Context: an optimization exercise on an open-source flow, tuned for small area, a short achievable clock period and few clock cycles per item. The choices shown serve that exercise and are no tape-out recipe. RTL that was checked went through simulation tests only; none was proved equivalent to the original. Only the layout flow was run in run 1; the RTL was not checked for function there. No activity file was given, so power comes from the tool's default toggle rates.

==> flow/design.v, too long to show whole: its modules and the start of the top module <==
// module mtdtmf_seq: 230 lines
// module mtdtmf_mul_lo: 314 lines
// module mtdtmf_mul_hi: 160 lines
// module multitap_dtmf_tone_generator: 209 lines
module multitap_dtmf_tone_generator (
	input  logic        clk,
	input  logic        arst_n,
	input  logic        s_tvalid,
	output logic        s_tready,
	input  logic [7:0]  s_tdata,    
	input  logic        s_tuser,    
	output logic        m_tvalid,
	input  logic        m_tready,
	output logic [23:0] m_tdata,    
	output logic        m_tlast,    
	input  logic        cfg_valid,
	output logic        cfg_ready,
	input  logic [2:0]  cfg_index,
	input  logic [63:0] cfg_data
);
  // ...
==> flow/run.sh <==
#!/bin/bash
# synth_recipe.tcl (not shown) runs the flow's synth.tcl, then flattens the netlist and writes it again
# the make line also repeats each setting of config.mk as NAME=value (left out here)
make -C /OpenROAD-flow-scripts/flow DESIGN_CONFIG=/design/flow/config.mk WORK_HOME=/design/flow/orfs CLKGATE_MAP_FILE= SYNTH_SCRIPT=/design/flow/synth_recipe.tcl finish
==> flow/config.mk <==
export PLATFORM = sky130hd
export DESIGN_NAME = multitap_dtmf_tone_generator
export DESIGN_NICKNAME = multitap_dtmf_tone_generator
export VERILOG_FILES = /design/flow/design.v
export SDC_FILE = /design/flow/constraint.sdc
export NUM_CORES = 4
export LEC_CHECK = 0
export ABC_AREA = 1
export CAP_MARGIN = 20
export CORE_MARGIN = 2
export CORE_UTILIZATION = 50
export SETUP_SLACK_MARGIN = 4.8
export SLEW_MARGIN = 20
export TNS_END_PERCENT = 5
==> flow/constraint.sdc <==
create_clock -name core_clock -period 9.0 [get_ports {clk}]
set_input_delay 1.8000 -clock core_clock [delete_from_list [all_inputs] [get_ports {clk}]]
set_output_delay 1.8000 -clock core_clock [all_outputs]
set_load 0.01 [all_outputs]
==> flow_summary.yaml, run 1 <==
status:
  run_status: "no timing/DRC/antenna violations"
layout:
  n_antenna_cell: 3
  proportion_of_final_cell_area_spent_on_non_clock_buffers: 0.0452
  flops_and_latches: 391
  layout.nets: 4182
  largest_register_ffs: 64
  fin_util: 0.567
routing:
  detail_route.wirelength_um: 81600
  dr_wl_met2_um: 38900
  wl_met1_um: 35500
  uppermost_layer_routed: "met4"
  detailedRoute.firstPassIterationCount: 6
placement:
  dpl.cell_count: 4415
worst_setup_path:
  crit_path_max_fanout: 4
  timing.critical_path.to_type: "register"
  critical_path.cell_chain: "nand2_1, inv_2, fa_1, fa_1, fa_1, fa_1, ha_4, a21oi_4, o21ai_2, a21oi_2, inv_1, a21oi_2, inv_2, a21oi_4, o21ai_2, a21o_1, nand3_2, nand2_2, a21oi_2, xor2_1"
  cp_data_arrival_time_ns: 5.13
  rr_startpoint: "sh4[2]"
  startpoint_type: "register"
power:
  powerComb_w: 0.00590
  p_int_w: 0.00587
  power_frac_clock: 0.174
  power.static_leakage_nw: 15.9
grt:
  grt_pass1_vias: 24400
  fraction_of_met2_tracks_used_by_global_routing: 0.459
timing:
  worst_slew_pin_slew_ns: 1.07
  final-hold-violation-count: 0
yosys:
  ys_top_cells_by_area: "sky130_fd_sc_hd__edfxtp_1 (18%), sky130_fd_sc_hd__fa_1 (15%), sky130_fd_sc_hd__dfxtp_1 (14%), sky130_fd_sc_hd__nand2_1 (9.5%), sky130_fd_sc_hd__inv_1 (7.7%)"
==> run 2, diff against run 1 <==
==> flow/design.v (replaced) <==
package mtdtmf_pkg;
	localparam int PHASE_WIDTH = 16;
	localparam int COUNT_WIDTH = 16;
	localparam int SAMPLE_W    = 17;
	localparam int CHAR_W      = 8;
	localparam int CFG_INDEX_W = 3;
	localparam int CFG_DATA_W  = 64;
	localparam logic [14:0] AMPLITUDE_RST  = 15'd16384;
	localparam logic [15:0] TONE_LEN_RST   = 16'd4000;
	localparam logic [15:0] SHORT_GAP_RST  = 16'd400;
	localparam logic [15:0] LETTER_GAP_RST = 16'd4000;
	function automatic logic [14:0] sine_q(input logic [6:0] idx);
		case (idx)
			7'd0: sine_q = 15'd0;
			7'd1: sine_q = 15'd804;
			7'd2: sine_q = 15'd1607;
			7'd3: sine_q = 15'd2410;
			7'd4: sine_q = 15'd3211;
			7'd5: sine_q = 15'd4011;
			7'd6: sine_q = 15'd4808;
			7'd7: sine_q = 15'd5602;
			7'd8: sine_q = 15'd6393;
			7'd9: sine_q = 15'd7179;
			7'd10: sine_q = 15'd7962;
			7'd11: sine_q = 15'd8740;
			7'd12: sine_q = 15'd9513;
			7'd13: sine_q = 15'd10279;
			7'd14: sine_q = 15'd11040;
			7'd15: sine_q = 15'd11794;
			7'd16: sine_q = 15'd12541;
			7'd17: sine_q = 15'd13281;
			7'd18: sine_q = 15'd14013;
			7'd19: sine_q = 15'd14736;
			7'd20: sine_q = 15'd15450;
			7'd21: sine_q = 15'd16155;
			7'd22: sine_q = 15'd16850;
			7'd23: sine_q = 15'd17535;
			7'd24: sine_q = 15'd18210;
			7'd25: sine_q = 15'd18874;
			7'd26: sine_q = 15'd19526;
			7'd27: sine_q = 15'd20167;
			7'd28: sine_q = 15'd20795;
			7'd29: sine_q = 15'd21411;
			7'd30: sine_q = 15'd22014;
			7'd31: sine_q = 15'd22604;
			7'd32: sine_q = 15'd23180;
			7'd33: sine_q = 15'd23742;
			7'd34: sine_q = 15'd24290;
			7'd35: sine_q = 15'd24823;
			7'd36: sine_q = 15'd25342;
			7'd37: sine_q = 15'd25844;
			7'd38: sine_q = 15'd26332;
			7'd39: sine_q = 15'd26803;
			7'd40: sine_q = 15'd27258;
			7'd41: sine_q = 15'd27697;
			7'd42: sine_q = 15'd28119;
			7'd43: sine_q = 15'd28524;
			7'd44: sine_q = 15'd28911;
			7'd45: sine_q = 15'd29281;
			7'd46: sine_q = 15'd29634;
			7'd47: sine_q = 15'd29969;
			7'd48: sine_q = 15'd30285;
			7'd49: sine_q = 15'd30583;
			7'd50: sine_q = 15'd30863;
			7'd51: sine_q = 15'd31123;
			7'd52: sine_q = 15'd31366;
			7'd53: sine_q = 15'd31589;
			7'd54: sine_q = 15'd31793;
			7'd55: sine_q = 15'd31978;
			7'd56: sine_q = 15'd32144;
			7'd57: sine_q = 15'd32290;
			7'd58: sine_q = 15'd32417;
			7'd59: sine_q = 15'd32524;
			7'd60: sine_q = 15'd32612;
			7'd61: sine_q = 15'd32680;
			7'd62: sine_q = 15'd32729;
			7'd63: sine_q = 15'd32759;
			7'd64: sine_q = 15'd32767;
			default: sine_q = 15'd0;
		endcase
	endfunction
	function automatic logic [6:0] sine_idx(input logic [6:0] addr);
		sine_idx = addr[6] ? (7'd64 - {1'b0, addr[5:0]}) : {1'b0, addr[5:0]};
	endfunction
endpackage
module mtdtmf_seq (
	input  logic        clk,
	input  logic        arst_n,
	input  logic        fire,
	input  logic        action,
	input  logic [7:0]  char_code,
	input  logic [47:0] low_steps,
	input  logic [63:0] high_steps,
	input  logic [15:0] tone_last,     
	input  logic [15:0] short_last,    
	input  logic        short_zero,    
	input  logic [15:0] letter_last,   
	input  logic        letter_zero,   
	output logic        res_tone,      
	output logic [14:0] res_lo_val,    
	output logic        res_lo_neg,
	output logic [14:0] res_hi_val,
	output logic        res_hi_neg,
	output logic        res_active,
	output logic        res_done,
	output logic        res_rejected
);
	localparam logic [1:0] KIND_IDLE   = 2'd0;
	localparam logic [1:0] KIND_TONE   = 2'd1;
	localparam logic [1:0] KIND_SHORT  = 2'd2;
	localparam logic [1:0] KIND_LETTER = 2'd3;
	logic [1:0]  kind_q, kind_d;
	logic [3:0]  key_q, key_d;
	logic [2:0]  presses_q, presses_d;
	logic [15:0] count_q, count_d;
	logic [15:0] low_phase_q, low_phase_d;
	logic [15:0] high_phase_q, high_phase_d;
	logic [3:0]  map_key;
	logic [2:0]  map_presses;
	logic [1:0]  lo_sel, hi_sel;
	logic [15:0] lo_step, hi_step;
	logic [15:0] count_inc;
	logic [15:0] seg_last;
	logic        seg_end;
	logic [2:0]  presses_dec;
	logic [6:0]  lo_idx, hi_idx;
	always_comb begin
		map_key     = 4'd0;
		map_presses = 3'd0;
		if (char_code >= "1" && char_code <= "9") begin
			map_key     = 4'(char_code - "1");
			map_presses = 3'd1;
		end else if (char_code == "0") begin
			map_key     = 4'd10;
			map_presses = 3'd1;
		end else if (char_code >= "a" && char_code <= "c") begin
			map_key     = 4'd1;
			map_presses = 3'(char_code - "a" + 8'd2);
		end else if (char_code >= "d" && char_code <= "f") begin
			map_key     = 4'd2;
			map_presses = 3'(char_code - "d" + 8'd2);
		end else if (char_code >= "g" && char_code <= "i") begin
			map_key     = 4'd3;
			map_presses = 3'(char_code - "g" + 8'd2);
		end else if (char_code >= "j" && char_code <= "l") begin
			map_key     = 4'd4;
			map_presses = 3'(char_code - "j" + 8'd2);
		end else if (char_code >= "m" && char_code <= "o") begin
			map_key     = 4'd5;
			map_presses = 3'(char_code - "m" + 8'd2);
		end else if (char_code >= "p" && char_code <= "r") begin
			map_key     = 4'd6;
			map_presses = 3'(char_code - "p" + 8'd2);
		end else if (char_code == "s") begin
			map_key     = 4'd6;
			map_presses = 3'd5;
		end else if (char_code >= "t" && char_code <= "v") begin
			map_key     = 4'd7;
			map_presses = 3'(char_code - "t" + 8'd2);
		end else if (char_code >= "w" && char_code <= "y") begin
			map_key     = 4'd8;
			map_presses = 3'(char_code - "w" + 8'd2);
		end else if (char_code == "z") begin
			map_key     = 4'd8;
			map_presses = 3'd5;
		end else if (char_code == ".") begin
			map_key     = 4'd9;
			map_presses = 3'd2;
		end else if (char_code == "!") begin
			map_key     = 4'd9;
			map_presses = 3'd3;
		end else if (char_code == "?") begin
			map_key     = 4'd9;
			map_presses = 3'd4;
		end else if (char_code == "#") begin
			map_key     = 4'd9;
			map_presses = 3'd1;
		end else if (char_code == " ") begin
			map_key     = 4'd10;
			map_presses = 3'd2;
		end
	end
	always_comb begin
		case (key_q)
			4'd0:    begin lo_sel = 2'd0; hi_sel = 2'd0; end
			4'd1:    begin lo_sel = 2'd1; hi_sel = 2'd0; end
			4'd2:    begin lo_sel = 2'd2; hi_sel = 2'd0; end
			4'd3:    begin lo_sel = 2'd0; hi_sel = 2'd1; end
			4'd4:    begin lo_sel = 2'd1; hi_sel = 2'd1; end
			4'd5:    begin lo_sel = 2'd2; hi_sel = 2'd1; end
			4'd6:    begin lo_sel = 2'd0; hi_sel = 2'd2; end
			4'd7:    begin lo_sel = 2'd1; hi_sel = 2'd2; end
			4'd8:    begin lo_sel = 2'd2; hi_sel = 2'd2; end
			4'd9:    begin lo_sel = 2'd0; hi_sel = 2'd3; end
			4'd10:   begin lo_sel = 2'd1; hi_sel = 2'd3; end
			default: begin lo_sel = 2'bxx; hi_sel = 2'bxx; end
		endcase
	end
	assign lo_step = (lo_sel == 2'd0) ? low_steps[15:0] : (lo_sel == 2'd1) ? low_steps[31:16] : low_steps[47:32];
	assign hi_step = high_steps[{hi_sel, 4'b0000} +: 16];
	assign count_inc   = count_q + 16'd1;
	assign presses_dec = presses_q - 3'd1;
	always_comb begin
		case (kind_q)
			KIND_SHORT:  seg_last = short_last;
			KIND_LETTER: seg_last = letter_last;
			default:     seg_last = tone_last;
		endcase
	end
	assign seg_end = (count_q >= seg_last);
	assign res_tone    = action && (kind_q == KIND_TONE);
	assign lo_idx      = mtdtmf_pkg::sine_idx(low_phase_q[14:8]);
	assign hi_idx      = mtdtmf_pkg::sine_idx(high_phase_q[14:8]);
	assign res_lo_neg  = low_phase_q[15];
	assign res_hi_neg  = high_phase_q[15];
	assign res_lo_val  = mtdtmf_pkg::sine_q(lo_idx) ^ {15{res_lo_neg}};
	assign res_hi_val  = mtdtmf_pkg::sine_q(hi_idx) ^ {15{res_hi_neg}};
	always_comb begin
		kind_d       = kind_q;
		key_d        = key_q;
		presses_d    = presses_q;
		count_d      = count_q;
		low_phase_d  = low_phase_q;
		high_phase_d = high_phase_q;
		res_active   = 1'b0;
		res_done     = 1'b0;
		res_rejected = 1'b0;
		if (!action) begin
			if (kind_q != KIND_IDLE || map_presses == 3'd0) begin
				res_rejected = 1'b1;
				res_active   = (kind_q != KIND_IDLE);
			end else begin
				key_d        = map_key;
				presses_d    = map_presses;
				kind_d       = KIND_TONE;
				count_d      = '0;
				low_phase_d  = '0;
				high_phase_d = '0;
				res_active   = 1'b1;
			end
		end else begin
			case (kind_q)
				KIND_TONE: begin
					res_active   = 1'b1;
					low_phase_d  = low_phase_q + lo_step;
					high_phase_d = high_phase_q + hi_step;
					count_d      = count_inc;
					if (seg_end) begin
						presses_d = presses_dec;
						count_d   = '0;
						if (presses_dec != 3'd0) begin
							if (short_zero) begin
								low_phase_d  = '0;
								high_phase_d = '0;
							end else begin
								kind_d = KIND_SHORT;
							end
						end else if (letter_zero) begin
							kind_d   = KIND_IDLE;
							res_done = 1'b1;
						end else begin
							kind_d = KIND_LETTER;
						end
					end
				end
				KIND_SHORT: begin
					res_active = 1'b1;
					count_d    = count_inc;
					if (seg_end) begin
						kind_d       = KIND_TONE;
						count_d      = '0;
						low_phase_d  = '0;
						high_phase_d = '0;
					end
				end
				KIND_LETTER: begin
					res_active = 1'b1;
					count_d    = count_inc;
					if (seg_end) begin
						kind_d   = KIND_IDLE;
						count_d  = '0;
						res_done = 1'b1;
					end
				end
				default: begin
				end
			endcase
		end
	end
	always_ff @(posedge clk or negedge arst_n) begin
		if (!arst_n) begin
			kind_q <= KIND_IDLE;
		end else if (fire) begin
			kind_q <= kind_d;
		end
	end
	always_ff @(posedge clk) begin
		if (fire) begin
			key_q        <= key_d;
			presses_q    <= presses_d;
			count_q      <= count_d;
			low_phase_q  <= low_phase_d;
			high_phase_q <= high_phase_d;
		end
	end
endmodule
module mtdtmf_mul_lo (input logic [14:0] a, input logic [16:0] s, output logic [19:0] ha, output logic [19:0] hb, output logic hc);
	wire p1 = (a[0] & s[8]) ^ (a[1] & s[7]);
	wire p2 = (a[0] & s[8]) & (a[1] & s[7]);
	wire p3 = (a[0] & s[9]) ^ (a[1] & s[8]) ^ (a[2] & s[7]);
	wire p4 = ((a[0] & s[9]) & (a[1] & s[8])) | ((a[0] & s[9]) & (a[2] & s[7])) | ((a[1] & s[8]) & (a[2] & s[7]));
	wire p5 = (a[3] & s[6]) ^ (a[4] & s[5]);
	wire p6 = (a[3] & s[6]) & (a[4] & s[5]);
	wire p7 = (a[0] & s[10]) ^ (a[1] & s[9]) ^ (a[2] & s[8]);
	wire p8 = ((a[0] & s[10]) & (a[1] & s[9])) | ((a[0] & s[10]) & (a[2] & s[8])) | ((a[1] & s[9]) & (a[2] & s[8]));
	wire p9 = (a[3] & s[7]) ^ (a[4] & s[6]) ^ (a[5] & s[5]);
	wire p10 = ((a[3] & s[7]) & (a[4] & s[6])) | ((a[3] & s[7]) & (a[5] & s[5])) | ((a[4] & s[6]) & (a[5] & s[5]));
	wire p11 = (a[6] & s[4]) ^ (a[7] & s[3]);
	wire p12 = (a[6] & s[4]) & (a[7] & s[3]);
	wire p13 = (a[0] & s[11]) ^ (a[1] & s[10]) ^ (a[2] & s[9]);
	wire p14 = ((a[0] & s[11]) & (a[1] & s[10])) | ((a[0] & s[11]) & (a[2] & s[9])) | ((a[1] & s[10]) & (a[2] & s[9]));
	wire p15 = (a[3] & s[8]) ^ (a[4] & s[7]) ^ (a[5] & s[6]);
	wire p16 = ((a[3] & s[8]) & (a[4] & s[7])) | ((a[3] & s[8]) & (a[5] & s[6])) | ((a[4] & s[7]) & (a[5] & s[6]));
	wire p17 = (a[6] & s[5]) ^ (a[7] & s[4]) ^ (a[8] & s[3]);
	wire p18 = ((a[6] & s[5]) & (a[7] & s[4])) | ((a[6] & s[5]) & (a[8] & s[3])) | ((a[7] & s[4]) & (a[8] & s[3]));
	wire p19 = (a[9] & s[2]) ^ (a[10] & s[1]);
	wire p20 = (a[9] & s[2]) & (a[10] & s[1]);
	wire p21 = (a[1] & s[11]) ^ (a[2] & s[10]) ^ (a[3] & s[9]);
	wire p22 = ((a[1] & s[11]) & (a[2] & s[10])) | ((a[1] & s[11]) & (a[3] & s[9])) | ((a[2] & s[10]) & (a[3] & s[9]));
	wire p23 = (a[4] & s[8]) ^ (a[5] & s[7]) ^ (a[6] & s[6]);
	wire p24 = ((a[4] & s[8]) & (a[5] & s[7])) | ((a[4] & s[8]) & (a[6] & s[6])) | ((a[5] & s[7]) & (a[6] & s[6]));
	wire p25 = (a[7] & s[5]) ^ (a[8] & s[4]) ^ (a[9] & s[3]);
	wire p26 = ((a[7] & s[5]) & (a[8] & s[4])) | ((a[7] & s[5]) & (a[9] & s[3])) | ((a[8] & s[4]) & (a[9] & s[3]));
	wire p27 = (a[10] & s[2]) ^ (a[11] & s[1]) ^ (a[12] & s[0]);
	wire p28 = ((a[10] & s[2]) & (a[11] & s[1])) | ((a[10] & s[2]) & (a[12] & s[0])) | ((a[11] & s[1]) & (a[12] & s[0]));
	wire p29 = (a[2] & s[11]) ^ (a[3] & s[10]) ^ (a[4] & s[9]);
	wire p30 = ((a[2] & s[11]) & (a[3] & s[10])) | ((a[2] & s[11]) & (a[4] & s[9])) | ((a[3] & s[10]) & (a[4] & s[9]));
	wire p31 = (a[5] & s[8]) ^ (a[6] & s[7]) ^ (a[7] & s[6]);
	wire p32 = ((a[5] & s[8]) & (a[6] & s[7])) | ((a[5] & s[8]) & (a[7] & s[6])) | ((a[6] & s[7]) & (a[7] & s[6]));
	wire p33 = (a[8] & s[5]) ^ (a[9] & s[4]) ^ (a[10] & s[3]);
	wire p34 = ((a[8] & s[5]) & (a[9] & s[4])) | ((a[8] & s[5]) & (a[10] & s[3])) | ((a[9] & s[4]) & (a[10] & s[3]));
	wire p35 = (a[11] & s[2]) ^ (a[12] & s[1]) ^ (a[13] & s[0]);
	wire p36 = ((a[11] & s[2]) & (a[12] & s[1])) | ((a[11] & s[2]) & (a[13] & s[0])) | ((a[12] & s[1]) & (a[13] & s[0]));
	wire p37 = (a[3] & s[11]) ^ (a[4] & s[10]) ^ (a[5] & s[9]);
	wire p38 = ((a[3] & s[11]) & (a[4] & s[10])) | ((a[3] & s[11]) & (a[5] & s[9])) | ((a[4] & s[10]) & (a[5] & s[9]));
	wire p39 = (a[6] & s[8]) ^ (a[7] & s[7]) ^ (a[8] & s[6]);
	wire p40 = ((a[6] & s[8]) & (a[7] & s[7])) | ((a[6] & s[8]) & (a[8] & s[6])) | ((a[7] & s[7]) & (a[8] & s[6]));
	wire p41 = (a[9] & s[5]) ^ (a[10] & s[4]) ^ (a[11] & s[3]);
	wire p42 = ((a[9] & s[5]) & (a[10] & s[4])) | ((a[9] & s[5]) & (a[11] & s[3])) | ((a[10] & s[4]) & (a[11] & s[3]));
	wire p43 = (a[12] & s[2]) ^ (a[13] & s[1]) ^ (a[14] & s[0]);
	wire p44 = ((a[12] & s[2]) & (a[13] & s[1])) | ((a[12] & s[2]) & (a[14] & s[0])) | ((a[13] & s[1]) & (a[14] & s[0]));
	wire p45 = (a[4] & s[11]) ^ (a[5] & s[10]) ^ (a[6] & s[9]);
	wire p46 = ((a[4] & s[11]) & (a[5] & s[10])) | ((a[4] & s[11]) & (a[6] & s[9])) | ((a[5] & s[10]) & (a[6] & s[9]));
	wire p47 = (a[7] & s[8]) ^ (a[8] & s[7]) ^ (a[9] & s[6]);
	wire p48 = ((a[7] & s[8]) & (a[8] & s[7])) | ((a[7] & s[8]) & (a[9] & s[6])) | ((a[8] & s[7]) & (a[9] & s[6]));
	wire p49 = (a[10] & s[5]) ^ (a[11] & s[4]) ^ (a[12] & s[3]);
	wire p50 = ((a[10] & s[5]) & (a[11] & s[4])) | ((a[10] & s[5]) & (a[12] & s[3])) | ((a[11] & s[4]) & (a[12] & s[3]));
	wire p51 = ~(a[0] & s[16]) ^ (a[5] & s[11]) ^ (a[6] & s[10]);
	wire p52 = (~(a[0] & s[16]) & (a[5] & s[11])) | (~(a[0] & s[16]) & (a[6] & s[10])) | ((a[5] & s[11]) & (a[6] & s[10]));
	wire p53 = (a[7] & s[9]) ^ (a[8] & s[8]) ^ (a[9] & s[7]);
	wire p54 = ((a[7] & s[9]) & (a[8] & s[8])) | ((a[7] & s[9]) & (a[9] & s[7])) | ((a[8] & s[8]) & (a[9] & s[7]));
	wire p55 = (a[10] & s[6]) ^ (a[11] & s[5]) ^ (a[12] & s[4]);
	wire p56 = ((a[10] & s[6]) & (a[11] & s[5])) | ((a[10] & s[6]) & (a[12] & s[4])) | ((a[11] & s[5]) & (a[12] & s[4]));
	wire p57 = ~(a[1] & s[16]) ^ (a[6] & s[11]) ^ (a[7] & s[10]);
	wire p58 = (~(a[1] & s[16]) & (a[6] & s[11])) | (~(a[1] & s[16]) & (a[7] & s[10])) | ((a[6] & s[11]) & (a[7] & s[10]));
	wire p59 = (a[8] & s[9]) ^ (a[9] & s[8]) ^ (a[10] & s[7]);
	wire p60 = ((a[8] & s[9]) & (a[9] & s[8])) | ((a[8] & s[9]) & (a[10] & s[7])) | ((a[9] & s[8]) & (a[10] & s[7]));
	wire p61 = ~(a[2] & s[16]) ^ (a[7] & s[11]) ^ (a[8] & s[10]);
	wire p62 = (~(a[2] & s[16]) & (a[7] & s[11])) | (~(a[2] & s[16]) & (a[8] & s[10])) | ((a[7] & s[11]) & (a[8] & s[10]));
	wire p63 = (a[0] & s[5]) ^ (a[1] & s[4]);
	wire p64 = (a[0] & s[5]) & (a[1] & s[4]);
	wire p65 = (a[0] & s[6]) ^ (a[1] & s[5]) ^ (a[2] & s[4]);
	wire p66 = ((a[0] & s[6]) & (a[1] & s[5])) | ((a[0] & s[6]) & (a[2] & s[4])) | ((a[1] & s[5]) & (a[2] & s[4]));
	wire p67 = (a[3] & s[3]) ^ (a[4] & s[2]);
	wire p68 = (a[3] & s[3]) & (a[4] & s[2]);
	wire p69 = (a[0] & s[7]) ^ (a[1] & s[6]) ^ (a[2] & s[5]);
	wire p70 = ((a[0] & s[7]) & (a[1] & s[6])) | ((a[0] & s[7]) & (a[2] & s[5])) | ((a[1] & s[6]) & (a[2] & s[5]));
	wire p71 = (a[3] & s[4]) ^ (a[4] & s[3]) ^ (a[5] & s[2]);
	wire p72 = ((a[3] & s[4]) & (a[4] & s[3])) | ((a[3] & s[4]) & (a[5] & s[2])) | ((a[4] & s[3]) & (a[5] & s[2]));
	wire p73 = (a[6] & s[1]) ^ (a[7] & s[0]);
	wire p74 = (a[6] & s[1]) & (a[7] & s[0]);
	wire p75 = p1 ^ (a[2] & s[6]) ^ (a[3] & s[5]);
	wire p76 = (p1 & (a[2] & s[6])) | (p1 & (a[3] & s[5])) | ((a[2] & s[6]) & (a[3] & s[5]));
	wire p77 = (a[4] & s[4]) ^ (a[5] & s[3]) ^ (a[6] & s[2]);
	wire p78 = ((a[4] & s[4]) & (a[5] & s[3])) | ((a[4] & s[4]) & (a[6] & s[2])) | ((a[5] & s[3]) & (a[6] & s[2]));
	wire p79 = (a[7] & s[1]) ^ (a[8] & s[0]) ^ s[16];
	wire p80 = ((a[7] & s[1]) & (a[8] & s[0])) | ((a[7] & s[1]) & s[16]) | ((a[8] & s[0]) & s[16]);
	wire p81 = p2 ^ p3 ^ p5;
	wire p82 = (p2 & p3) | (p2 & p5) | (p3 & p5);
	wire p83 = (a[5] & s[4]) ^ (a[6] & s[3]) ^ (a[7] & s[2]);
	wire p84 = ((a[5] & s[4]) & (a[6] & s[3])) | ((a[5] & s[4]) & (a[7] & s[2])) | ((a[6] & s[3]) & (a[7] & s[2]));
	wire p85 = (a[8] & s[1]) ^ (a[9] & s[0]) ^ s[16];
	wire p86 = ((a[8] & s[1]) & (a[9] & s[0])) | ((a[8] & s[1]) & s[16]) | ((a[9] & s[0]) & s[16]);
	wire p87 = p4 ^ p6 ^ p7;
	wire p88 = (p4 & p6) | (p4 & p7) | (p6 & p7);
	wire p89 = p9 ^ p11 ^ (a[8] & s[2]);
	wire p90 = (p9 & p11) | (p9 & (a[8] & s[2])) | (p11 & (a[8] & s[2]));
	wire p91 = (a[9] & s[1]) ^ (a[10] & s[0]) ^ s[16];
	wire p92 = ((a[9] & s[1]) & (a[10] & s[0])) | ((a[9] & s[1]) & s[16]) | ((a[10] & s[0]) & s[16]);
	wire p93 = p8 ^ p10 ^ p12;
	wire p94 = (p8 & p10) | (p8 & p12) | (p10 & p12);
	wire p95 = p13 ^ p15 ^ p17;
	wire p96 = (p13 & p15) | (p13 & p17) | (p15 & p17);
	wire p97 = p19 ^ (a[11] & s[0]) ^ s[16];
	wire p98 = (p19 & (a[11] & s[0])) | (p19 & s[16]) | ((a[11] & s[0]) & s[16]);
	wire p99 = p14 ^ p16 ^ p18;
	wire p100 = (p14 & p16) | (p14 & p18) | (p16 & p18);
	wire p101 = p20 ^ p21 ^ p23;
	wire p102 = (p20 & p21) | (p20 & p23) | (p21 & p23);
	wire p103 = p25 ^ p27 ^ s[16];
	wire p104 = (p25 & p27) | (p25 & s[16]) | (p27 & s[16]);
	wire p105 = p22 ^ p24 ^ p26;
	wire p106 = (p22 & p24) | (p22 & p26) | (p24 & p26);
	wire p107 = p28 ^ p29 ^ p31;
	wire p108 = (p28 & p29) | (p28 & p31) | (p29 & p31);
	wire p109 = p33 ^ p35 ^ s[16];
	wire p110 = (p33 & p35) | (p33 & s[16]) | (p35 & s[16]);
	wire p111 = p30 ^ p32 ^ p34;
	wire p112 = (p30 & p32) | (p30 & p34) | (p32 & p34);
	wire p113 = p36 ^ p37 ^ p39;
	wire p114 = (p36 & p37) | (p36 & p39) | (p37 & p39);
	wire p115 = p41 ^ p43 ^ ~s[16];
	wire p116 = (p41 & p43) | (p41 & ~s[16]) | (p43 & ~s[16]);
	wire p117 = p38 ^ p40 ^ p42;
	wire p118 = (p38 & p40) | (p38 & p42) | (p40 & p42);
	wire p119 = p44 ^ p45 ^ p47;
	wire p120 = (p44 & p45) | (p44 & p47) | (p45 & p47);
	wire p121 = p49 ^ (a[13] & s[2]) ^ (a[14] & s[1]);
	wire p122 = (p49 & (a[13] & s[2])) | (p49 & (a[14] & s[1])) | ((a[13] & s[2]) & (a[14] & s[1]));
	wire p123 = p46 ^ p48 ^ p50;
	wire p124 = (p46 & p48) | (p46 & p50) | (p48 & p50);
	wire p125 = p51 ^ p53 ^ p55;
	wire p126 = (p51 & p53) | (p51 & p55) | (p53 & p55);
	wire p127 = (a[13] & s[3]) ^ (a[14] & s[2]) ^ 1'b1;
	wire p128 = ((a[13] & s[3]) & (a[14] & s[2])) | ((a[13] & s[3]) & 1'b1) | ((a[14] & s[2]) & 1'b1);
	wire p129 = p52 ^ p54 ^ p56;
	wire p130 = (p52 & p54) | (p52 & p56) | (p54 & p56);
	wire p131 = p57 ^ p59 ^ (a[11] & s[6]);
	wire p132 = (p57 & p59) | (p57 & (a[11] & s[6])) | (p59 & (a[11] & s[6]));
	wire p133 = (a[12] & s[5]) ^ (a[13] & s[4]) ^ (a[14] & s[3]);
	wire p134 = ((a[12] & s[5]) & (a[13] & s[4])) | ((a[12] & s[5]) & (a[14] & s[3])) | ((a[13] & s[4]) & (a[14] & s[3]));
	wire p135 = p58 ^ p60 ^ p61;
	wire p136 = (p58 & p60) | (p58 & p61) | (p60 & p61);
	wire p137 = (a[9] & s[9]) ^ (a[10] & s[8]) ^ (a[11] & s[7]);
	wire p138 = ((a[9] & s[9]) & (a[10] & s[8])) | ((a[9] & s[9]) & (a[11] & s[7])) | ((a[10] & s[8]) & (a[11] & s[7]));
	wire p139 = (a[12] & s[6]) ^ (a[13] & s[5]) ^ (a[14] & s[4]);
	wire p140 = ((a[12] & s[6]) & (a[13] & s[5])) | ((a[12] & s[6]) & (a[14] & s[4])) | ((a[13] & s[5]) & (a[14] & s[4]));
	wire p141 = p62 ^ ~(a[3] & s[16]) ^ (a[8] & s[11]);
	wire p142 = (p62 & ~(a[3] & s[16])) | (p62 & (a[8] & s[11])) | (~(a[3] & s[16]) & (a[8] & s[11]));
	wire p143 = (a[9] & s[10]) ^ (a[10] & s[9]) ^ (a[11] & s[8]);
	wire p144 = ((a[9] & s[10]) & (a[10] & s[9])) | ((a[9] & s[10]) & (a[11] & s[8])) | ((a[10] & s[9]) & (a[11] & s[8]));
	wire p145 = (a[12] & s[7]) ^ (a[13] & s[6]) ^ (a[14] & s[5]);
	wire p146 = ((a[12] & s[7]) & (a[13] & s[6])) | ((a[12] & s[7]) & (a[14] & s[5])) | ((a[13] & s[6]) & (a[14] & s[5]));
	wire p147 = ~(a[4] & s[16]) ^ (a[9] & s[11]) ^ (a[10] & s[10]);
	wire p148 = (~(a[4] & s[16]) & (a[9] & s[11])) | (~(a[4] & s[16]) & (a[10] & s[10])) | ((a[9] & s[11]) & (a[10] & s[10]));
	wire p149 = (a[11] & s[9]) ^ (a[12] & s[8]) ^ (a[13] & s[7]);
	wire p150 = ((a[11] & s[9]) & (a[12] & s[8])) | ((a[11] & s[9]) & (a[13] & s[7])) | ((a[12] & s[8]) & (a[13] & s[7]));
	wire p151 = ~(a[5] & s[16]) ^ (a[10] & s[11]) ^ (a[11] & s[10]);
	wire p152 = (~(a[5] & s[16]) & (a[10] & s[11])) | (~(a[5] & s[16]) & (a[11] & s[10])) | ((a[10] & s[11]) & (a[11] & s[10]));
	wire p153 = (a[0] & s[3]) ^ (a[1] & s[2]);
	wire p154 = (a[0] & s[3]) & (a[1] & s[2]);
	wire p155 = (a[0] & s[4]) ^ (a[1] & s[3]) ^ (a[2] & s[2]);
	wire p156 = ((a[0] & s[4]) & (a[1] & s[3])) | ((a[0] & s[4]) & (a[2] & s[2])) | ((a[1] & s[3]) & (a[2] & s[2]));
	wire p157 = (a[3] & s[1]) ^ (a[4] & s[0]);
	wire p158 = (a[3] & s[1]) & (a[4] & s[0]);
	wire p159 = p63 ^ (a[2] & s[3]) ^ (a[3] & s[2]);
	wire p160 = (p63 & (a[2] & s[3])) | (p63 & (a[3] & s[2])) | ((a[2] & s[3]) & (a[3] & s[2]));
	wire p161 = (a[4] & s[1]) ^ (a[5] & s[0]) ^ s[16];
	wire p162 = ((a[4] & s[1]) & (a[5] & s[0])) | ((a[4] & s[1]) & s[16]) | ((a[5] & s[0]) & s[16]);
	wire p163 = p64 ^ p65 ^ p67;
	wire p164 = (p64 & p65) | (p64 & p67) | (p65 & p67);
	wire p165 = (a[5] & s[1]) ^ (a[6] & s[0]) ^ s[16];
	wire p166 = ((a[5] & s[1]) & (a[6] & s[0])) | ((a[5] & s[1]) & s[16]) | ((a[6] & s[0]) & s[16]);
	wire p167 = p66 ^ p68 ^ p69;
	wire p168 = (p66 & p68) | (p66 & p69) | (p68 & p69);
	wire p169 = p71 ^ p73 ^ s[16];
	wire p170 = (p71 & p73) | (p71 & s[16]) | (p73 & s[16]);
	wire p171 = p70 ^ p72 ^ p74;
	wire p172 = (p70 & p72) | (p70 & p74) | (p72 & p74);
	wire p173 = p75 ^ p77 ^ p79;
	wire p174 = (p75 & p77) | (p75 & p79) | (p77 & p79);
	wire p175 = p76 ^ p78 ^ p80;
	wire p176 = (p76 & p78) | (p76 & p80) | (p78 & p80);
	wire p177 = p81 ^ p83 ^ p85;
	wire p178 = (p81 & p83) | (p81 & p85) | (p83 & p85);
	wire p179 = p82 ^ p84 ^ p86;
	wire p180 = (p82 & p84) | (p82 & p86) | (p84 & p86);
	wire p181 = p87 ^ p89 ^ p91;
	wire p182 = (p87 & p89) | (p87 & p91) | (p89 & p91);
	wire p183 = p88 ^ p90 ^ p92;
	wire p184 = (p88 & p90) | (p88 & p92) | (p90 & p92);
	wire p185 = p93 ^ p95 ^ p97;
	wire p186 = (p93 & p95) | (p93 & p97) | (p95 & p97);
	wire p187 = p94 ^ p96 ^ p98;
	wire p188 = (p94 & p96) | (p94 & p98) | (p96 & p98);
	wire p189 = p99 ^ p101 ^ p103;
	wire p190 = (p99 & p101) | (p99 & p103) | (p101 & p103);
	wire p191 = p100 ^ p102 ^ p104;
	wire p192 = (p100 & p102) | (p100 & p104) | (p102 & p104);
	wire p193 = p105 ^ p107 ^ p109;
	wire p194 = (p105 & p107) | (p105 & p109) | (p107 & p109);
	wire p195 = p106 ^ p108 ^ p110;
	wire p196 = (p106 & p108) | (p106 & p110) | (p108 & p110);
	wire p197 = p111 ^ p113 ^ p115;
	wire p198 = (p111 & p113) | (p111 & p115) | (p113 & p115);
	wire p199 = p112 ^ p114 ^ p116;
	wire p200 = (p112 & p114) | (p112 & p116) | (p114 & p116);
	wire p201 = p117 ^ p119 ^ p121;
	wire p202 = (p117 & p119) | (p117 & p121) | (p119 & p121);
	wire p203 = p118 ^ p120 ^ p122;
	wire p204 = (p118 & p120) | (p118 & p122) | (p120 & p122);
	wire p205 = p123 ^ p125 ^ p127;
	wire p206 = (p123 & p125) | (p123 & p127) | (p125 & p127);
	wire p207 = p124 ^ p126 ^ p128;
	wire p208 = (p124 & p126) | (p124 & p128) | (p126 & p128);
	wire p209 = p129 ^ p131 ^ p133;
	wire p210 = (p129 & p131) | (p129 & p133) | (p131 & p133);
	wire p211 = p130 ^ p132 ^ p134;
	wire p212 = (p130 & p132) | (p130 & p134) | (p132 & p134);
	wire p213 = p135 ^ p137 ^ p139;
	wire p214 = (p135 & p137) | (p135 & p139) | (p137 & p139);
	wire p215 = p136 ^ p138 ^ p140;
	wire p216 = (p136 & p138) | (p136 & p140) | (p138 & p140);
	wire p217 = p141 ^ p143 ^ p145;
	wire p218 = (p141 & p143) | (p141 & p145) | (p143 & p145);
	wire p219 = p142 ^ p144 ^ p146;
	wire p220 = (p142 & p144) | (p142 & p146) | (p144 & p146);
	wire p221 = p147 ^ p149 ^ (a[14] & s[6]);
	wire p222 = (p147 & p149) | (p147 & (a[14] & s[6])) | (p149 & (a[14] & s[6]));
	wire p223 = p148 ^ p150 ^ p151;
	wire p224 = (p148 & p150) | (p148 & p151) | (p150 & p151);
	wire p225 = (a[12] & s[9]) ^ (a[13] & s[8]) ^ (a[14] & s[7]);
	wire p226 = ((a[12] & s[9]) & (a[13] & s[8])) | ((a[12] & s[9]) & (a[14] & s[7])) | ((a[13] & s[8]) & (a[14] & s[7]));
	wire p227 = p152 ^ ~(a[6] & s[16]) ^ (a[11] & s[11]);
	wire p228 = (p152 & ~(a[6] & s[16])) | (p152 & (a[11] & s[11])) | (~(a[6] & s[16]) & (a[11] & s[11]));
	wire p229 = (a[12] & s[10]) ^ (a[13] & s[9]) ^ (a[14] & s[8]);
	wire p230 = ((a[12] & s[10]) & (a[13] & s[9])) | ((a[12] & s[10]) & (a[14] & s[8])) | ((a[13] & s[9]) & (a[14] & s[8]));
	wire p231 = ~(a[7] & s[16]) ^ (a[12] & s[11]) ^ (a[13] & s[10]);
	wire p232 = (~(a[7] & s[16]) & (a[12] & s[11])) | (~(a[7] & s[16]) & (a[13] & s[10])) | ((a[12] & s[11]) & (a[13] & s[10]));
	wire p233 = (a[0] & s[2]) ^ (a[1] & s[1]);
	wire p234 = (a[0] & s[2]) & (a[1] & s[1]);
	wire p235 = p153 ^ (a[2] & s[1]) ^ (a[3] & s[0]);
	wire p236 = (p153 & (a[2] & s[1])) | (p153 & (a[3] & s[0])) | ((a[2] & s[1]) & (a[3] & s[0]));
	wire p237 = p154 ^ p155 ^ p157;
	wire p238 = (p154 & p155) | (p154 & p157) | (p155 & p157);
	wire p239 = p156 ^ p158 ^ p159;
	wire p240 = (p156 & p158) | (p156 & p159) | (p158 & p159);
	wire p241 = p160 ^ p162 ^ p163;
	wire p242 = (p160 & p162) | (p160 & p163) | (p162 & p163);
	wire p243 = p164 ^ p166 ^ p167;
	wire p244 = (p164 & p166) | (p164 & p167) | (p166 & p167);
	wire p245 = p168 ^ p170 ^ p171;
	wire p246 = (p168 & p170) | (p168 & p171) | (p170 & p171);
	wire p247 = p172 ^ p174 ^ p175;
	wire p248 = (p172 & p174) | (p172 & p175) | (p174 & p175);
	wire p249 = p176 ^ p178 ^ p179;
	wire p250 = (p176 & p178) | (p176 & p179) | (p178 & p179);
	wire p251 = p180 ^ p182 ^ p183;
	wire p252 = (p180 & p182) | (p180 & p183) | (p182 & p183);
	wire p253 = p184 ^ p186 ^ p187;
	wire p254 = (p184 & p186) | (p184 & p187) | (p186 & p187);
	wire p255 = p188 ^ p190 ^ p191;
	wire p256 = (p188 & p190) | (p188 & p191) | (p190 & p191);
	wire p257 = p192 ^ p194 ^ p195;
	wire p258 = (p192 & p194) | (p192 & p195) | (p194 & p195);
	wire p259 = p196 ^ p198 ^ p199;
	wire p260 = (p196 & p198) | (p196 & p199) | (p198 & p199);
	wire p261 = p200 ^ p202 ^ p203;
	wire p262 = (p200 & p202) | (p200 & p203) | (p202 & p203);
	wire p263 = p204 ^ p206 ^ p207;
	wire p264 = (p204 & p206) | (p204 & p207) | (p206 & p207);
	wire p265 = p208 ^ p210 ^ p211;
	wire p266 = (p208 & p210) | (p208 & p211) | (p210 & p211);
	wire p267 = p212 ^ p214 ^ p215;
	wire p268 = (p212 & p214) | (p212 & p215) | (p214 & p215);
	wire p269 = p216 ^ p218 ^ p219;
	wire p270 = (p216 & p218) | (p216 & p219) | (p218 & p219);
	wire p271 = p220 ^ p222 ^ p223;
	wire p272 = (p220 & p222) | (p220 & p223) | (p222 & p223);
	wire p273 = p224 ^ p226 ^ p227;
	wire p274 = (p224 & p226) | (p224 & p227) | (p226 & p227);
	wire p275 = p228 ^ p230 ^ p231;
	wire p276 = (p228 & p230) | (p228 & p231) | (p230 & p231);
	wire p277 = p232 ^ ~(a[8] & s[16]) ^ (a[13] & s[11]);
	wire p278 = (p232 & ~(a[8] & s[16])) | (p232 & (a[13] & s[11])) | (~(a[8] & s[16]) & (a[13] & s[11]));
	wire p279 = (a[0] & s[1]) ^ (a[1] & s[0]);
	wire p280 = (a[0] & s[1]) & (a[1] & s[0]);
	wire p281 = p233 ^ (a[2] & s[0]) ^ s[16];
	wire p282 = (p233 & (a[2] & s[0])) | (p233 & s[16]) | ((a[2] & s[0]) & s[16]);
	wire p283 = p234 ^ p235 ^ s[16];
	wire p284 = (p234 & p235) | (p234 & s[16]) | (p235 & s[16]);
	wire p285 = p236 ^ p237 ^ s[16];
	wire p286 = (p236 & p237) | (p236 & s[16]) | (p237 & s[16]);
	wire p287 = p238 ^ p239 ^ p161;
	wire p288 = (p238 & p239) | (p238 & p161) | (p239 & p161);
	wire p289 = p240 ^ p241 ^ p165;
	wire p290 = (p240 & p241) | (p240 & p165) | (p241 & p165);
	wire p291 = p242 ^ p243 ^ p169;
	wire p292 = (p242 & p243) | (p242 & p169) | (p243 & p169);
	wire p293 = p244 ^ p245 ^ p173;
	wire p294 = (p244 & p245) | (p244 & p173) | (p245 & p173);
	wire p295 = p246 ^ p247 ^ p177;
	wire p296 = (p246 & p247) | (p246 & p177) | (p247 & p177);
	wire p297 = p248 ^ p249 ^ p181;
	wire p298 = (p248 & p249) | (p248 & p181) | (p249 & p181);
	wire p299 = p250 ^ p251 ^ p185;
	wire p300 = (p250 & p251) | (p250 & p185) | (p251 & p185);
	wire p301 = p252 ^ p253 ^ p189;
	wire p302 = (p252 & p253) | (p252 & p189) | (p253 & p189);
	wire p303 = p254 ^ p255 ^ p193;
	wire p304 = (p254 & p255) | (p254 & p193) | (p255 & p193);
	wire p305 = p256 ^ p257 ^ p197;
	wire p306 = (p256 & p257) | (p256 & p197) | (p257 & p197);
	wire p307 = p258 ^ p259 ^ p201;
	wire p308 = (p258 & p259) | (p258 & p201) | (p259 & p201);
	wire p309 = p260 ^ p261 ^ p205;
	wire p310 = (p260 & p261) | (p260 & p205) | (p261 & p205);
	wire p311 = p262 ^ p263 ^ p209;
	wire p312 = (p262 & p263) | (p262 & p209) | (p263 & p209);
	wire p313 = p264 ^ p265 ^ p213;
	wire p314 = (p264 & p265) | (p264 & p213) | (p265 & p213);
	wire p315 = p266 ^ p267 ^ p217;
	wire p316 = (p266 & p267) | (p266 & p217) | (p267 & p217);
	wire p317 = p268 ^ p269 ^ p221;
	wire p318 = (p268 & p269) | (p268 & p221) | (p269 & p221);
	wire p319 = p270 ^ p271 ^ p225;
	wire p320 = (p270 & p271) | (p270 & p225) | (p271 & p225);
	wire p321 = p272 ^ p273 ^ p229;
	wire p322 = (p272 & p273) | (p272 & p229) | (p273 & p229);
	wire p323 = p274 ^ p275 ^ (a[14] & s[9]);
	wire p324 = (p274 & p275) | (p274 & (a[14] & s[9])) | (p275 & (a[14] & s[9]));
	wire p325 = p276 ^ p277 ^ (a[14] & s[10]);
	wire p326 = (p276 & p277) | (p276 & (a[14] & s[10])) | (p277 & (a[14] & s[10]));
	wire p327 = p278 ^ ~(a[9] & s[16]) ^ (a[14] & s[11]);
	wire p328 = (p278 & ~(a[9] & s[16])) | (p278 & (a[14] & s[11])) | (~(a[9] & s[16]) & (a[14] & s[11]));
	wire [12:0] lsum = {1'b0, {p298,p296,p294,p292,p290,p288,p286,p284,p282,p280,p279,(a[0] & s[0])}} + {1'b0, {p299,p297,p295,p293,p291,p289,p287,p285,p283,p281,s[16],s[16]}};
	assign ha = {1'b1,~(a[14] & s[16]),~(a[13] & s[16]),~(a[12] & s[16]),~(a[11] & s[16]),p328,p326,p324,p322,p320,p318,p316,p314,p312,p310,p308,p306,p304,p302,p300};
	assign hb = {1'b0,1'b0,1'b0,1'b0,1'b0,~(a[10] & s[16]),p327,p325,p323,p321,p319,p317,p315,p313,p311,p309,p307,p305,p303,p301};
	assign hc = lsum[12];
endmodule
module mtdtmf_mul_hi (input logic [14:0] a, input logic [16:0] s, input logic [19:0] ha, input logic [19:0] hb, input logic hc, output logic [16:0] y);
	wire q1 = (a[0] & s[14]) ^ (a[1] & s[13]);
	wire q2 = (a[0] & s[14]) & (a[1] & s[13]);
	wire q3 = (a[0] & s[15]) ^ (a[1] & s[14]) ^ (a[2] & s[13]);
	wire q4 = ((a[0] & s[15]) & (a[1] & s[14])) | ((a[0] & s[15]) & (a[2] & s[13])) | ((a[1] & s[14]) & (a[2] & s[13]));
	wire q5 = (a[3] & s[12]) ^ ha[3];
	wire q6 = (a[3] & s[12]) & ha[3];
	wire q7 = (a[1] & s[15]) ^ (a[2] & s[14]) ^ (a[3] & s[13]);
	wire q8 = ((a[1] & s[15]) & (a[2] & s[14])) | ((a[1] & s[15]) & (a[3] & s[13])) | ((a[2] & s[14]) & (a[3] & s[13]));
	wire q9 = (a[4] & s[12]) ^ ha[4] ^ hb[4];
	wire q10 = ((a[4] & s[12]) & ha[4]) | ((a[4] & s[12]) & hb[4]) | (ha[4] & hb[4]);
	wire q11 = (a[2] & s[15]) ^ (a[3] & s[14]) ^ (a[4] & s[13]);
	wire q12 = ((a[2] & s[15]) & (a[3] & s[14])) | ((a[2] & s[15]) & (a[4] & s[13])) | ((a[3] & s[14]) & (a[4] & s[13]));
	wire q13 = (a[5] & s[12]) ^ ha[5] ^ hb[5];
	wire q14 = ((a[5] & s[12]) & ha[5]) | ((a[5] & s[12]) & hb[5]) | (ha[5] & hb[5]);
	wire q15 = (a[3] & s[15]) ^ (a[4] & s[14]) ^ (a[5] & s[13]);
	wire q16 = ((a[3] & s[15]) & (a[4] & s[14])) | ((a[3] & s[15]) & (a[5] & s[13])) | ((a[4] & s[14]) & (a[5] & s[13]));
	wire q17 = (a[6] & s[12]) ^ ha[6] ^ hb[6];
	wire q18 = ((a[6] & s[12]) & ha[6]) | ((a[6] & s[12]) & hb[6]) | (ha[6] & hb[6]);
	wire q19 = (a[4] & s[15]) ^ (a[5] & s[14]) ^ (a[6] & s[13]);
	wire q20 = ((a[4] & s[15]) & (a[5] & s[14])) | ((a[4] & s[15]) & (a[6] & s[13])) | ((a[5] & s[14]) & (a[6] & s[13]));
	wire q21 = (a[7] & s[12]) ^ ha[7] ^ hb[7];
	wire q22 = ((a[7] & s[12]) & ha[7]) | ((a[7] & s[12]) & hb[7]) | (ha[7] & hb[7]);
	wire q23 = (a[5] & s[15]) ^ (a[6] & s[14]) ^ (a[7] & s[13]);
	wire q24 = ((a[5] & s[15]) & (a[6] & s[14])) | ((a[5] & s[15]) & (a[7] & s[13])) | ((a[6] & s[14]) & (a[7] & s[13]));
	wire q25 = (a[8] & s[12]) ^ ha[8] ^ hb[8];
	wire q26 = ((a[8] & s[12]) & ha[8]) | ((a[8] & s[12]) & hb[8]) | (ha[8] & hb[8]);
	wire q27 = (a[6] & s[15]) ^ (a[7] & s[14]) ^ (a[8] & s[13]);
	wire q28 = ((a[6] & s[15]) & (a[7] & s[14])) | ((a[6] & s[15]) & (a[8] & s[13])) | ((a[7] & s[14]) & (a[8] & s[13]));
	wire q29 = (a[9] & s[12]) ^ ha[9] ^ hb[9];
	wire q30 = ((a[9] & s[12]) & ha[9]) | ((a[9] & s[12]) & hb[9]) | (ha[9] & hb[9]);
	wire q31 = (a[7] & s[15]) ^ (a[8] & s[14]) ^ (a[9] & s[13]);
	wire q32 = ((a[7] & s[15]) & (a[8] & s[14])) | ((a[7] & s[15]) & (a[9] & s[13])) | ((a[8] & s[14]) & (a[9] & s[13]));
	wire q33 = (a[10] & s[12]) ^ ha[10] ^ hb[10];
	wire q34 = ((a[10] & s[12]) & ha[10]) | ((a[10] & s[12]) & hb[10]) | (ha[10] & hb[10]);
	wire q35 = (a[8] & s[15]) ^ (a[9] & s[14]) ^ (a[10] & s[13]);
	wire q36 = ((a[8] & s[15]) & (a[9] & s[14])) | ((a[8] & s[15]) & (a[10] & s[13])) | ((a[9] & s[14]) & (a[10] & s[13]));
	wire q37 = (a[11] & s[12]) ^ ha[11] ^ hb[11];
	wire q38 = ((a[11] & s[12]) & ha[11]) | ((a[11] & s[12]) & hb[11]) | (ha[11] & hb[11]);
	wire q39 = (a[9] & s[15]) ^ (a[10] & s[14]) ^ (a[11] & s[13]);
	wire q40 = ((a[9] & s[15]) & (a[10] & s[14])) | ((a[9] & s[15]) & (a[11] & s[13])) | ((a[10] & s[14]) & (a[11] & s[13]));
	wire q41 = (a[12] & s[12]) ^ ha[12] ^ hb[12];
	wire q42 = ((a[12] & s[12]) & ha[12]) | ((a[12] & s[12]) & hb[12]) | (ha[12] & hb[12]);
	wire q43 = (a[10] & s[15]) ^ (a[11] & s[14]) ^ (a[12] & s[13]);
	wire q44 = ((a[10] & s[15]) & (a[11] & s[14])) | ((a[10] & s[15]) & (a[12] & s[13])) | ((a[11] & s[14]) & (a[12] & s[13]));
	wire q45 = (a[13] & s[12]) ^ ha[13] ^ hb[13];
	wire q46 = ((a[13] & s[12]) & ha[13]) | ((a[13] & s[12]) & hb[13]) | (ha[13] & hb[13]);
	wire q47 = (a[11] & s[15]) ^ (a[12] & s[14]) ^ (a[13] & s[13]);
	wire q48 = ((a[11] & s[15]) & (a[12] & s[14])) | ((a[11] & s[15]) & (a[13] & s[13])) | ((a[12] & s[14]) & (a[13] & s[13]));
	wire q49 = (a[14] & s[12]) ^ ha[14] ^ hb[14];
	wire q50 = ((a[14] & s[12]) & ha[14]) | ((a[14] & s[12]) & hb[14]) | (ha[14] & hb[14]);
	wire q51 = (a[12] & s[15]) ^ (a[13] & s[14]) ^ (a[14] & s[13]);
	wire q52 = ((a[12] & s[15]) & (a[13] & s[14])) | ((a[12] & s[15]) & (a[14] & s[13])) | ((a[13] & s[14]) & (a[14] & s[13]));
	wire q53 = ha[15] ^ hb[15];
	wire q54 = ha[15] & hb[15];
	wire q55 = (a[13] & s[15]) ^ (a[14] & s[14]) ^ ha[16];
	wire q56 = ((a[13] & s[15]) & (a[14] & s[14])) | ((a[13] & s[15]) & ha[16]) | ((a[14] & s[14]) & ha[16]);
	wire q57 = (a[0] & s[12]) ^ ha[0];
	wire q58 = (a[0] & s[12]) & ha[0];
	wire q59 = (a[0] & s[13]) ^ (a[1] & s[12]) ^ ha[1];
	wire q60 = ((a[0] & s[13]) & (a[1] & s[12])) | ((a[0] & s[13]) & ha[1]) | ((a[1] & s[12]) & ha[1]);
	wire q61 = q1 ^ (a[2] & s[12]) ^ ha[2];
	wire q62 = (q1 & (a[2] & s[12])) | (q1 & ha[2]) | ((a[2] & s[12]) & ha[2]);
	wire q63 = q2 ^ q3 ^ q5;
	wire q64 = (q2 & q3) | (q2 & q5) | (q3 & q5);
	wire q65 = q4 ^ q6 ^ q7;
	wire q66 = (q4 & q6) | (q4 & q7) | (q6 & q7);
	wire q67 = q8 ^ q10 ^ q11;
	wire q68 = (q8 & q10) | (q8 & q11) | (q10 & q11);
	wire q69 = q12 ^ q14 ^ q15;
	wire q70 = (q12 & q14) | (q12 & q15) | (q14 & q15);
	wire q71 = q16 ^ q18 ^ q19;
	wire q72 = (q16 & q18) | (q16 & q19) | (q18 & q19);
	wire q73 = q20 ^ q22 ^ q23;
	wire q74 = (q20 & q22) | (q20 & q23) | (q22 & q23);
	wire q75 = q24 ^ q26 ^ q27;
	wire q76 = (q24 & q26) | (q24 & q27) | (q26 & q27);
	wire q77 = q28 ^ q30 ^ q31;
	wire q78 = (q28 & q30) | (q28 & q31) | (q30 & q31);
	wire q79 = q32 ^ q34 ^ q35;
	wire q80 = (q32 & q34) | (q32 & q35) | (q34 & q35);
	wire q81 = q36 ^ q38 ^ q39;
	wire q82 = (q36 & q38) | (q36 & q39) | (q38 & q39);
	wire q83 = q40 ^ q42 ^ q43;
	wire q84 = (q40 & q42) | (q40 & q43) | (q42 & q43);
	wire q85 = q44 ^ q46 ^ q47;
	wire q86 = (q44 & q46) | (q44 & q47) | (q46 & q47);
	wire q87 = q48 ^ q50 ^ q51;
	wire q88 = (q48 & q50) | (q48 & q51) | (q50 & q51);
	wire q89 = q52 ^ q54 ^ q55;
	wire q90 = (q52 & q54) | (q52 & q55) | (q54 & q55);
	wire q91 = q56 ^ (a[14] & s[15]) ^ ha[17];
	wire q92 = (q56 & (a[14] & s[15])) | (q56 & ha[17]) | ((a[14] & s[15]) & ha[17]);
	wire q93 = q57 ^ hb[0];
	wire q94 = q57 & hb[0];
	wire q95 = q58 ^ q59 ^ hb[1];
	wire q96 = (q58 & q59) | (q58 & hb[1]) | (q59 & hb[1]);
	wire q97 = q60 ^ q61 ^ hb[2];
	wire q98 = (q60 & q61) | (q60 & hb[2]) | (q61 & hb[2]);
	wire q99 = q62 ^ q63 ^ hb[3];
	wire q100 = (q62 & q63) | (q62 & hb[3]) | (q63 & hb[3]);
	wire q101 = q64 ^ q65 ^ q9;
	wire q102 = (q64 & q65) | (q64 & q9) | (q65 & q9);
	wire q103 = q66 ^ q67 ^ q13;
	wire q104 = (q66 & q67) | (q66 & q13) | (q67 & q13);
	wire q105 = q68 ^ q69 ^ q17;
	wire q106 = (q68 & q69) | (q68 & q17) | (q69 & q17);
	wire q107 = q70 ^ q71 ^ q21;
	wire q108 = (q70 & q71) | (q70 & q21) | (q71 & q21);
	wire q109 = q72 ^ q73 ^ q25;
	wire q110 = (q72 & q73) | (q72 & q25) | (q73 & q25);
	wire q111 = q74 ^ q75 ^ q29;
	wire q112 = (q74 & q75) | (q74 & q29) | (q75 & q29);
	wire q113 = q76 ^ q77 ^ q33;
	wire q114 = (q76 & q77) | (q76 & q33) | (q77 & q33);
	wire q115 = q78 ^ q79 ^ q37;
	wire q116 = (q78 & q79) | (q78 & q37) | (q79 & q37);
	wire q117 = q80 ^ q81 ^ q41;
	wire q118 = (q80 & q81) | (q80 & q41) | (q81 & q41);
	wire q119 = q82 ^ q83 ^ q45;
	wire q120 = (q82 & q83) | (q82 & q45) | (q83 & q45);
	wire q121 = q84 ^ q85 ^ q49;
	wire q122 = (q84 & q85) | (q84 & q49) | (q85 & q49);
	wire q123 = q86 ^ q87 ^ q53;
	wire q124 = (q86 & q87) | (q86 & q53) | (q87 & q53);
	wire q125 = q88 ^ q89 ^ hb[16];
	wire q126 = (q88 & q89) | (q88 & hb[16]) | (q89 & hb[16]);
	wire q127 = q90 ^ q91 ^ hb[17];
	wire q128 = (q90 & q91) | (q90 & hb[17]) | (q91 & hb[17]);
	wire q129 = q92 ^ ha[18] ^ hb[18];
	wire q130 = (q92 & ha[18]) | (q92 & hb[18]) | (ha[18] & hb[18]);
	wire q131 = ha[19] ^ hb[19];
	wire q132 = ha[19] & hb[19];
	wire [19:0] ra = {q130,q128,q126,q124,q122,q120,q118,q116,q114,q112,q110,q108,q106,q104,q102,q100,q98,q96,q94,q93};
	wire [19:0] rb = {q131,q129,q127,q125,q123,q121,q119,q117,q115,q113,q111,q109,q107,q105,q103,q101,q99,q97,q95,hc};
	wire [19:0] z = ra + rb;
	assign y = z[19:3];
endmodule
module multitap_dtmf_tone_generator (
	input  logic        clk,
	input  logic        arst_n,
	input  logic        s_tvalid,
	output logic        s_tready,
	input  logic [7:0]  s_tdata,    
	input  logic        s_tuser,    
	output logic        m_tvalid,
	input  logic        m_tready,
	output logic [23:0] m_tdata,    
	output logic        m_tlast,    
	input  logic        cfg_valid,
	output logic        cfg_ready,
	input  logic [2:0]  cfg_index,
	input  logic [63:0] cfg_data
);
	logic [47:0] low_steps_q;
	logic [63:0] high_steps_q;
	logic [14:0] amplitude_q;
	logic [15:0] tone_last_q;
	logic [15:0] short_last_q;
	logic        short_zero_q;
	logic [15:0] letter_last_q;
	logic        letter_zero_q;
	logic [15:0] len_last;
	logic        len_zero;
	logic        skid_v;
	logic        in_ready;
	logic [8:0]  skid_d;
	logic        v1;
	logic [8:0]  d1;
	logic        adv, fire;
	logic        seq_tone;
	logic [14:0] seq_lo_val, seq_hi_val;
	logic        seq_lo_neg, seq_hi_neg;
	logic        seq_act, seq_done, seq_rej;
	logic        v2;
	logic        tone2;
	logic [14:0] lo_val2, hi_val2;
	logic        lo_neg2, hi_neg2;
	logic        act2, done2, rej2;
	logic [16:0] sum_raw, sum_d;
	logic        v3;
	logic [16:0] sum3;
	logic        act3, done3, rej3;
	logic [19:0] ha_d, hb_d;
	logic        hc_d;
	logic        v4;
	logic [3:0]  sh4;
	logic [19:0] ha4, hb4;
	logic        hc4;
	logic        act4, done4, rej4;
	logic [16:0] sample_d;
	logic        vo;
	logic [16:0] sample_q;
	logic        act_q, done_q, rej_q;
	assign cfg_ready = 1'b1;
	assign len_zero = (cfg_data[15:0] == 16'd0);
	assign len_last = len_zero ? 16'd0 : cfg_data[15:0] - 16'd1;
	always_ff @(posedge clk) begin
		if (!arst_n) begin
			low_steps_q   <= '0;
			high_steps_q  <= '0;
			amplitude_q   <= 15'd16384;
			tone_last_q   <= 16'd3999;
			short_last_q  <= 16'd399;
			short_zero_q  <= 1'b0;
			letter_last_q <= 16'd3999;
			letter_zero_q <= 1'b0;
		end else if (cfg_valid) begin
			case (cfg_index)
				3'd0: low_steps_q  <= cfg_data[47:0];
				3'd1: high_steps_q <= cfg_data;
				3'd2: amplitude_q  <= cfg_data[14:0];
				3'd3: tone_last_q  <= len_last;
				3'd4: begin
					short_last_q <= len_last;
					short_zero_q <= len_zero;
				end
				3'd5: begin
					letter_last_q <= len_last;
					letter_zero_q <= len_zero;
				end
				default: begin
				end
			endcase
		end
	end
	assign adv      = !vo || m_tready;
	assign fire     = v1 && adv;
	assign s_tready = in_ready;
	always_ff @(posedge clk or negedge arst_n) begin
		if (!arst_n) begin
			skid_v   <= 1'b0;
			in_ready <= 1'b1;
			v1       <= 1'b0;
		end else if (adv) begin
			skid_v   <= 1'b0;
			in_ready <= 1'b1;
			v1       <= skid_v || s_tvalid;
		end else if (s_tvalid && !skid_v) begin
			skid_v   <= 1'b1;
			in_ready <= 1'b0;
		end
	end
	always_ff @(posedge clk) begin
		if (!skid_v) begin
			skid_d <= {s_tuser, s_tdata};
		end
		if (adv) begin
			d1 <= skid_v ? skid_d : {s_tuser, s_tdata};
		end
	end
	mtdtmf_seq u_seq (
		.clk          (clk),
		.arst_n       (arst_n),
		.fire         (fire),
		.action       (d1[8]),
		.char_code    (d1[7:0]),
		.low_steps    (low_steps_q),
		.high_steps   (high_steps_q),
		.tone_last    (tone_last_q),
		.short_last   (short_last_q),
		.short_zero   (short_zero_q),
		.letter_last  (letter_last_q),
		.letter_zero  (letter_zero_q),
		.res_tone     (seq_tone),
		.res_lo_val   (seq_lo_val),
		.res_lo_neg   (seq_lo_neg),
		.res_hi_val   (seq_hi_val),
		.res_hi_neg   (seq_hi_neg),
		.res_active   (seq_act),
		.res_done     (seq_done),
		.res_rejected (seq_rej)
	);
	always_ff @(posedge clk or negedge arst_n) begin
		if (!arst_n) begin
			v2 <= 1'b0;
			v3 <= 1'b0;
			v4 <= 1'b0;
			vo <= 1'b0;
		end else if (adv) begin
			v2 <= v1;
			v3 <= v2;
			v4 <= v3;
			vo <= v4;
		end
	end
	always_ff @(posedge clk) begin
		if (adv) begin
			tone2   <= seq_tone;
			lo_val2 <= seq_lo_val;
			lo_neg2 <= seq_lo_neg;
			hi_val2 <= seq_hi_val;
			hi_neg2 <= seq_hi_neg;
			act2    <= seq_act;
			done2   <= seq_done;
			rej2    <= seq_rej;
		end
	end
	assign sum_raw = {{2{lo_neg2}}, lo_val2} + {{2{hi_neg2}}, hi_val2}
		+ {15'd0, lo_neg2 & hi_neg2, lo_neg2 ^ hi_neg2};
	assign sum_d   = tone2 ? sum_raw : 17'd0;
	always_ff @(posedge clk) begin
		if (adv) begin
			sum3  <= sum_d;
			act3  <= act2;
			done3 <= done2;
			rej3  <= rej2;
		end
	end
	mtdtmf_mul_lo u_mul_lo (
		.a  (amplitude_q),
		.s  (sum3),
		.ha (ha_d),
		.hb (hb_d),
		.hc (hc_d)
	);
	always_ff @(posedge clk) begin
		if (adv) begin
			sh4   <= sum3[15:12];
			ha4   <= ha_d;
			hb4   <= hb_d;
			hc4   <= hc_d;
			act4  <= act3;
			done4 <= done3;
			rej4  <= rej3;
		end
	end
	mtdtmf_mul_hi u_mul_hi (
		.a  (amplitude_q),
		.s  ({1'b0, sh4, 12'd0}),
		.ha (ha4),
		.hb (hb4),
		.hc (hc4),
		.y  (sample_d)
	);
	always_ff @(posedge clk) begin
		if (adv) begin
			sample_q <= sample_d;
			act_q    <= act4;
			done_q   <= done4;
			rej_q    <= rej4;
		end
	end
	assign m_tvalid = vo;
	assign m_tdata  = {5'd0, rej_q, act_q, sample_q};
	assign m_tlast  = done_q;
endmodule
--- a/flow/config.mk
+++ b/flow/config.mk
@@ -10,3 +10,3 @@
 export CORE_MARGIN = 2
-export CORE_UTILIZATION = 50
+export CORE_UTILIZATION = 60
 export SETUP_SLACK_MARGIN = 4.8
==> run 2 against run 1 <==
  * Largest power group unchanged
  * Critical endpoint is now sample_q[15]
  * Synthesized area fell by 2.6%
  * Power rose by 7.8%
  * Setup slack improved by 0.37 ns
  * Clock power fell by 3%
==> flow_summary.yaml, run 2 <==
power:
  power_frac_clock: 0.157
  power.static_leakage_nw: 15.5
  power.ir.vdd_worst_mv: 0.212
  p_int_w: 0.00616
grt:
  grt_pass1_vias: 23900
  fraction_of_met2_tracks_used_by_global_routing: 0.507
worst_setup_path:
  critical_path.cell_chain: "buf_4, nand2_1, fa_1, inv_1, fa_1, fa_1, ha_1, nand2_1, nor2_1, nand3_1, o2111ai_1, nand3_1, nand2_1, nand3_1, o21ai_0, xor2_1"
  timing.critical_path.to_type: "register"
  crit_path_max_fanout: 12
  startpoint_type: "register"
  timing.critical_path.slowest_stage_cell: "sky130_fd_sc_hd__fa_1"
  cp_data_arrival_time_ns: 4.64
timing:
  maxSlewViolCount: 0
  fmax_ghz: 0.231
  hold-worst-slack_ns: 0.418
  final-hold-violation-count: 0
  worst_slew_pin_slew_ns: 1.03
placement:
  preCtsSetupSlack_ns: 4.53
yosys:
  combinational_family_with_the_most_area_after_synthesis: "adder cells"
  most_frequently_used_cell_type_in_the_post_synthesis_netlist: "sky130_fd_sc_hd__nand2_1"
  synth-compound-area-share: 0.139
  ys_top_cells_by_area: "sky130_fd_sc_hd__edfxtp_1 (19%), sky130_fd_sc_hd__fa_1 (15%), sky130_fd_sc_hd__dfxtp_1 (13%), sky130_fd_sc_hd__nand2_1 (8.2%), sky130_fd_sc_hd__inv_1 (7.7%)"
routing:
  detail_route.wirelength_um: 76900
  detailedRoute.firstPassIterationCount: 6
  drt-wirelength-per-cell_um: 18.1
layout:
  layout.nets: 4063
  largest_register_ffs: 64
  drive_above_1_share: 0.0528
  most-common-layout-cells: "sky130_fd_sc_hd__nand2_1 (618), sky130_fd_sc_hd__inv_1 (586), sky130_fd_sc_hd__nor2_1 (410)"
  layout_commonest_cell: "sky130_fd_sc_hd__nand2_1"
  area_delta_synth_final_pct: 11.0
flow_run:
  maxCapViolations: 0
clocking:
  clk_latency_ns: 0.58
status:
  run_status: "no timing/DRC/antenna violations"
-- run 2: cell types whose count changed after synthesis, sizes merged, moves of 7 or more --
cell / before / now
nand4: 48 / 22
nor3: 44 / 37
o221ai: 10 / 17
nand3: 133 / 88
xnor2: 21 / 13
o21ai: 304 / 315
nand2: 761 / 629
nor2: 367 / 422
clkbuf: 154 / 142
inv: 614 / 597
o22ai: 3 / 38
dfxtp: 202 / 190
or2: 6 / 21
-- run 2: area by class of cell --
| type | instances | area, sq um |
|---|---|---|
| clock inverters | 14 | 215 |
| flip-flops and latches | 381 | 9510 |
| clock buffers | 64 | 1260 |
| diodes | 1 | 2.50 |
| repair buffers | 154 | 1440 |
| repair inverters | 1 | 5.00 |
| well taps | 607 | 759 |
| inverters | 605 | 2290 |
| multi-input cells | 2418 | 16300 |
| fillers | 3850 | 15000 |
-- run 2: timing repair --
item                                   CTS  global route
pin swaps                                1             1
endpoints found under the hold margin    0             0
setup endpoints to repair               46           111
gates cloned                             1             1
resized for setup                        8             9
setup buffers                           13             5
-- run 2: layer usage --
| metal | wire (um) | vias up |
|---|---|---|
| met2 | 35400 | 1037 |
| li1 | - | 11500 |
| met4 | 2990 | 0 |
| met3 | 6120 | 194 |
| met5 | 0 | - |
| met1 | 32300 | 11500 |
-- run 2: power groups by stage --
stage	Clock, W	Sequential [W]	Combinational, W
floorplan	0	0.00288	0.00484
CTS	0.00185	0.00302	0.00661
global placement	0	0.00310	0.00625
global route	0.00193	0.00307	0.00760
finish	0.00183	0.00303	0.00676
detailed placement	0	0.00311	0.00640
-- run 2: worst paths after layout --
| kind | startpoint | endpoint | slack (ns) |
|---|---|---|---|
| setup / recovery | amplitude_q[6] | sample_q[15] | 4.68 |
| hold / removal | act2 | act3 | 0.42 |
| setup reg to reg | amplitude_q[6] | sample_q[15] | 4.68 |
| hold reg to reg | act2 | act3 | 0.42 |
| max in group asynchronous | arst_n | u_seq.kind_q[1] | 7.45 |
| min in group asynchronous | arst_n | v1 | 1.17 |
-- run 2: logic make-up (layout without fill, tap and decap cells) --
kind of cell	Yosys count	in the layout
AOI/OAI and AO/OA	706	707
xor gates and xnor gates	86	86
other	2	7
adders and majority gates	378	378
DFF	381	381
and+or+nand+nor	1241	1241
buffers and inverters	770	838
-- run 2: per-stage QoR --
step	instances	utilization
2_1_floorplan	3568	-
3_3_place_gp	4146	0.642
3_5_place_dp	4146	0.642
4_1_cts	4238	0.677
5_1_grt	4245	0.679
6_report	4245	0.679
Testbench counts of run 2, summed over its fixed seeds: cycles 76,989, items 76,773.

Check on run 2: ideal ports give 4.678 ns setup slack; a clkbuf_16 on the clock port and buf_2 on the inputs give 4.678 ns; moving port delays by the midpoint clock arrival (0.632 ns) as well gives 4.417 ns.
